This design comes from an exercise in tuning for small area and a short achievable clock period on the open sky130 flow, not from production work. Function was checked by simulation only, so behaviour that the tests miss may differ from the original. Power and IR drop assume default switching activity.

// maze_video_top
module maze_video_top (
  input  logic                     clk,
  input  logic                     reset,
  input  logic [8-1:0]   awaddr,
  input  logic                     awvalid,
  output logic                     awready,
  input  logic [32-1:0]   wdata,
  input  logic [32/8-1:0] wstrb,
  input  logic                     wvalid,
  output logic                     wready,
  output logic [1:0]               bresp,
  output logic                     bvalid,
  input  logic                     bready,
  input  logic [8-1:0]   araddr,
  input  logic                     arvalid,
  output logic                     arready,
  output logic [32-1:0]   rdata,
  output logic [1:0]               rresp,
  output logic                     rvalid,
  input  logic                     rready,
  output logic [11:0]              rgb,
  output logic [7:0]               pixel_x,
  output logic [8:0]               pixel_y,
  output logic                     de
);
Size in the first run: roughly 1300 cells after synthesis, roughly 350 flip-flops, roughly 130 I/O pins.
==> flow/config.mk <==
export PLATFORM = sky130hd
export DESIGN_NAME = maze_video_top
export DESIGN_NICKNAME = maze_video_top
export VERILOG_FILES = /design/flow/design.v
export SDC_FILE = /design/flow/constraint.sdc
export NUM_CORES = 4
export LEC_CHECK = 0
export CAP_MARGIN = 20
export CORE_MARGIN = 2
export CORE_UTILIZATION = 60
export CTS_BUF_LIST = sky130_fd_sc_hd__clkbuf_8
export CTS_CLUSTER_DIAMETER = 60
export CTS_CLUSTER_SIZE = 16
export PLACE_DENSITY = 0.72
export SETUP_SLACK_MARGIN = 2.8
export SLEW_MARGIN = 20
==> flow/constraint.sdc <==
create_clock -name core_clock -period 5.0 [get_ports {clk}]
set_input_delay 1.0000 -clock core_clock [delete_from_list [all_inputs] [get_ports {clk}]]
set_output_delay 1.0000 -clock core_clock [all_outputs]
set_load 0.01 [all_outputs]
standard.sh (not shown) runs the stock make flow with config.mk's settings and CLKGATE_MAP_FILE= SYNTH_SCRIPT=/design/flow/synth_recipe.tcl, a recipe that flattens the netlist after the stock synthesis.
==> flow/flow/run.sh <==
#!/bin/bash
set -euo pipefail
bash standard.sh MATCH_CELL_FOOTPRINT=0 ADDER_MAP_FILE= \
  "BUFFER_PORTS_ARGS=-buffer_cell sky130_fd_sc_hd__buf_1" finish > standard.log 2>&1
Edit:
--- a/flow/config.mk
+++ b/flow/config.mk
@@ -11 +11 @@
-export CTS_BUF_LIST = sky130_fd_sc_hd__clkbuf_8
+export CTS_BUF_LIST = sky130_fd_sc_hd__clkbuf_8 sky130_fd_sc_hd__clkbuf_16
@@ -14 +13,0 @@
-export PLACE_DENSITY = 0.72
What happened: The changed run produced a clean layout; cell count is unchanged; power climbs by roughly a tenth; setup slack degrades by 0.0040 ns; final area climbs by a few percent; via count drops slightly; critical path depth climbs by 8; first-iteration DRC count drops slightly; utilization climbs by 1.6 points; routed wire length climbs slightly; combinational power drops by a few percent.
Edit:
--- a/flow/config.mk
+++ b/flow/config.mk
@@ -10,2 +10,2 @@
-export CORE_UTILIZATION = 60
-export CTS_BUF_LIST = sky130_fd_sc_hd__clkbuf_8 sky130_fd_sc_hd__clkbuf_16
+export CORE_UTILIZATION = 50
+export CTS_BUF_LIST = sky130_fd_sc_hd__clkbuf_8
Final area falls by 2.1%; total power falls by 10%; clock skew stays flat; worst hold slack degrades by 0.0090 ns; register-to-register slack degrades by 0.02 ns; synthesized cell count is unchanged; routed wire length rises by 3.8%.
Edit:
--- a/flow/config.mk
+++ b/flow/config.mk
@@ -10 +10 @@
-export CORE_UTILIZATION = 50
+export CORE_UTILIZATION = 60
@@ -14 +14 @@
-export SETUP_SLACK_MARGIN = 2.8
+export SETUP_SLACK_MARGIN = 2.85
=> Clock-buffer cell count increases by 3. Maximum frequency rises by 3.2%. Power is higher by 3.9%. Core utilization came out higher by 12 points.
Edit:
--- a/flow/config.mk
+++ b/flow/config.mk
@@ -14 +14 @@
-export SETUP_SLACK_MARGIN = 2.85
+export SETUP_SLACK_MARGIN = 2.8
=> The new run finished clean; clock skew came out higher by 0.017 ns; via count drops by 1.4%; fmax decreases by 3.6%; sequential share of layout area climbs by 1.1 points; final cell count falls by 1.2%; non-clock buffer count came out lower by 15; die area stays the same.
Edit:
--- a/flow/config.mk
+++ b/flow/config.mk
@@ -12,2 +12,2 @@
-export CTS_CLUSTER_DIAMETER = 60
-export CTS_CLUSTER_SIZE = 16
+export CTS_CLUSTER_DIAMETER = 50
+export CTS_CLUSTER_SIZE = 20
Result: Total power climbs by 2.8%; worst hold slack barely changes; setup slack gains 0.0036 ns; wire length came out higher by 1.0%; clock skew is lower by 0.016 ns; final area rises by 0.96%; global-route usage increases by 0.11 points.

Setup of run 1:
maze_video_top again, from the RTL that the note above started with.
clock: 5.0 ns
lec_check: 0
cap_margin: 20
core_margin: 2
core_utilization: 60
cts_buf_list: sky130_fd_sc_hd__clkbuf_8
cts_cluster_diameter: 60
cts_cluster_size: 16
setup_slack_margin: 2.9
slew_margin: 20
Scripts as last shown in full above: flow/flow/run.sh
--- input diff run 1..run 2 ---
- CORE_UTILIZATION changed from 60 to 70
- SETUP_SLACK_MARGIN changed from 2.9 to 2.8
### Flow results
Run 1 → run 2: number of cells on the worst reg-to-reg path down 3; post-layout utilization of the core up 8.0 points.
There was hardly any difference in fraction of area in clock buffers and inverters between run 2 and run 1.
Between run 2 and run 1, instance area at placement is higher for run 1, run 2 comes in under that.
Diff run 1 -> run 2: via count closely matched the old numbers; first-pass GRT wire length fell 2.5%; hold slack decreased 22 ps.
What run 3 does differently from run 2 at the input level:
- a change of CORE_UTILIZATION from 70 to 60
- a change of SETUP_SLACK_MARGIN from 2.8 to 2.7
Findings:
Run 2 -> run 3: sequential cell area fraction in the yosys report delta 0, exact match
From run 3 to run 2, fraction of registers with async set/reset did not move at all.
Compared with run 2, run 3 shows final critical-path setup slack lower by 14 ps.
Post-placement cell count, run 3 and run 2: larger value in run 3
Relative to run 2, the clock insertion delay at the later pin of the skew report of run 3 is higher by 30 ps.
When the final numbers for run 3 and run 2 were put side by side, the power density over cell area turned out to be greater in run 3.
Compared run 3 against run 2; global-route wire length before repair within noise.

run A:
Another version of the RTL of maze_video_top (not shown whole).
For scale: about 350 flip-flops, about 130 I/O pins, roughly 0.015 mm2 of cells after synthesis.
==> flow/design.v (excerpt) <==
module maze_video_top (
  input  logic                     clk,
  input  logic                     reset,
  input  logic [8-1:0]   awaddr,
  input  logic                     awvalid,
  output logic                     awready,
  input  logic [32-1:0]   wdata,
  input  logic [32/8-1:0] wstrb,
  input  logic                     wvalid,
  output logic                     wready,
  output logic [1:0]               bresp,
  output logic                     bvalid,
  input  logic                     bready,
  input  logic [8-1:0]   araddr,
  input  logic                     arvalid,
  output logic                     arready,
  output logic [32-1:0]   rdata,
  output logic [1:0]               rresp,
  output logic                     rvalid,
  input  logic                     rready,
  output logic [11:0]              rgb,
  output logic [7:0]               pixel_x,
  output logic [8:0]               pixel_y,
  output logic                     de
);
  logic [7:0] nx;
  logic [8:0] ny;
  logic       vis;
  logic       frame_start;
  logic [4*8-1:0]  scene_x;
  logic [4*9-1:0]  scene_y;
  logic [4*12-1:0] scene_color;
  logic [11:0]                scene_bg;
  raster_timing u_timing (
    .clk         (clk),
    .reset       (reset),
    .nx          (nx),
    .ny          (ny),
    .vis    (vis),
    .frame_start (frame_start),
    .pixel_x     (pixel_x),
    .pixel_y     (pixel_y),
  ...
clock: 5.0 ns
lec_check: 0
cap_margin: 20
core_margin: 2
core_utilization: 40
cts_buf_list: sky130_fd_sc_hd__clkbuf_16
cts_cluster_diameter: 80
cts_cluster_size: 24
setup_slack_margin: 1.8
slew_margin: 20
==> flow/flow/run.sh <==
#!/bin/bash
set -euo pipefail
bash standard.sh MATCH_CELL_FOOTPRINT=0 \
  "BUFFER_PORTS_ARGS=-buffer_cell sky130_fd_sc_hd__buf_1" finish > standard.log 2>&1
Here is what was changed in the inputs of run B compared with run A.
- CTS_BUF_LIST now sky130_fd_sc_hd__clkbuf_8, was sky130_fd_sc_hd__clkbuf_16
- CTS_CLUSTER_SIZE now 16, was 24
- SETUP_SLACK_MARGIN now 3.0, was 1.8
- CTS_CLUSTER_DIAMETER now 60, was 80
==> flow/flow/run.sh <==
#!/bin/bash
set -euo pipefail
bash standard.sh MATCH_CELL_FOOTPRINT=0 ADDER_MAP_FILE= \
  "BUFFER_PORTS_ARGS=-buffer_cell sky130_fd_sc_hd__buf_1" finish > standard.log 2>&1
Results
Looking at type of the worst setup path, the flip-flop to flip-flop result is from run B; the primary input to flip-flop one comes from run A.
Run B consumes less power than run A does.
Run A leaves less setup margin than run B.
Against run A, final standard cell area without fillers in run B came out worse.
The layout inverter count without the clock tree in run B is 0.68 times that in run A.
[compare] base=run A new=run B: critical path depth saw an increase, post-synthesis cell area saw an increase, number of design-rule violations left by the first detailed-router iteration saw a decrease.
diff inputs: run B => run C
- a change of CTS_CLUSTER_DIAMETER from 60 to 80
- a change of CTS_BUF_LIST from sky130_fd_sc_hd__clkbuf_8 to sky130_fd_sc_hd__clkbuf_16
- a change of CTS_CLUSTER_SIZE from 16 to 24
- a change of SETUP_SLACK_MARGIN from 3.0 to 2.8
- a change of CAP_MARGIN from 20 to 5
- a change of SLEW_MARGIN from 20 to 5
==> summary.txt <==
Higher share of power burned in registers was reported by run C, not run B.
Number of standard cells in the final layout excluding fillers (higher): run B
The leakage power of run C is lower than that of run B.
Count of antenna-violating nets left after detailed routing: run C vs run B — no meaningful difference
Total via count after detailed routing (run C over run B): decrease, 394
Max global-route wire length before repair across run B and run C: run B
| detailed-route DRC error count | run C vs run B | ≈ equal |
Run C vs run B — final area dropped by a little under 10%
Looking at minimum clock period, run C sits 59 ps lower than run B does.
Run comparison: run B slowest stage cell on the critical path or4_4; run C slowest stage cell on the critical path o311a_1
Relative to run B, critical path data required time has decreased by 90 ps in run C.
Setup changes, run C to run D
- swapping 5 for 20 in CAP_MARGIN
- swapping 5 for 20 in SLEW_MARGIN
==> flow/flow/run.sh <==
#!/bin/bash
set -euo pipefail
bash standard.sh MATCH_CELL_FOOTPRINT=0 \
  "BUFFER_PORTS_ARGS=-buffer_cell sky130_fd_sc_hd__buf_1" finish > standard.log 2>&1
Notes after the runs:
First-pass GRT wire length (run D vs. run C) decreases by a few percent
From run C to run D the numbers moved as follows: floorplan die area fell by 140 um2, post-CTS setup buffer count fell 7, via count -739.
Inputs modified between run D and run E:
- SETUP_SLACK_MARGIN now 2.2, was 2.8
- Run E vs run D — total instance count after detailed placement rose 6.
- Run E ended up with or4b_4 as its slowest library cell on the worst path; run D ended up with dfxtp_4.
- Per the comparison of run E with run D, placement-stage cell area went down, shortest clock period the worst path allows after layout saw an increase.
- In run E, total power is higher than in run D.
- As far as site row count is concerned, run E and run D perform about the same.
- The CTS clock-pin slew for the worst setup and hold paths of run E is lower than that of run D.
- Routed wire in run E totals more than in run D.
- Estimated wirelength of the detail-placed design sits higher in run E than in run D.
- Compared to run D, run E has total length of routed met2 wires 1.6% lower.

what the ideal ports hide:
Ports are ideal in the flow. The routed layouts listed here were re-timed in OpenROAD.
Step 1: set_driving_cell puts a clkbuf_16 on clk and a buf_2 on each other input, an assumption about the parent block.
Step 2 also shifts input and output timing later by t, the mid clock arrival at the registers, as if the neighbouring blocks saw the same clock.
Three values: no drivers, after step 1, after step 2; two values: the first two.
run	t, ns	slack for setup (ns)	worst register clock-pin slew, ns
the first run of note 1	0.631	2.809 / 2.764 / 2.215	0.11 / 0.11
the second run of note 1	0.613	2.805 / 2.775 / 2.222	0.07 / 0.07
the third run of note 1	0.640	2.788 / 2.739 / 2.213	0.10 / 0.10
the fourth run of note 1	0.647	2.857 / 2.812 / 2.329	0.10 / 0.10
the fifth run of note 1	0.643	2.776 / 2.729 / 2.251	0.10 / 0.10
the sixth run of note 1	0.663	2.780 / 2.733 / 2.187	0.12 / 0.12
run 1	0.623	2.736 / 2.692 / 2.330	0.11 / 0.11
run 2	0.612	2.762 / 2.775 / 2.172	0.10 / 0.10
run 3	0.650	2.749 / 2.752 / 2.123	0.11 / 0.11
run A	0.600	2.088 / 2.123 / 1.523	0.10 / 0.10
run B	0.659	2.767 / 2.749 / 2.331	0.10 / 0.10
run C	0.569	2.826 / 2.826 / 2.311	0.10 / 0.10
run D	0.570	2.673 / 2.673 / 2.105	0.11 / 0.11
run E	0.599	2.294 / 2.295 / 1.696	0.10 / 0.10
After both steps every run listed still meets setup and hold. The setup slack of run 3, which loses most, moves by +0.003 ns with the drivers and by -0.626 ns with both steps.
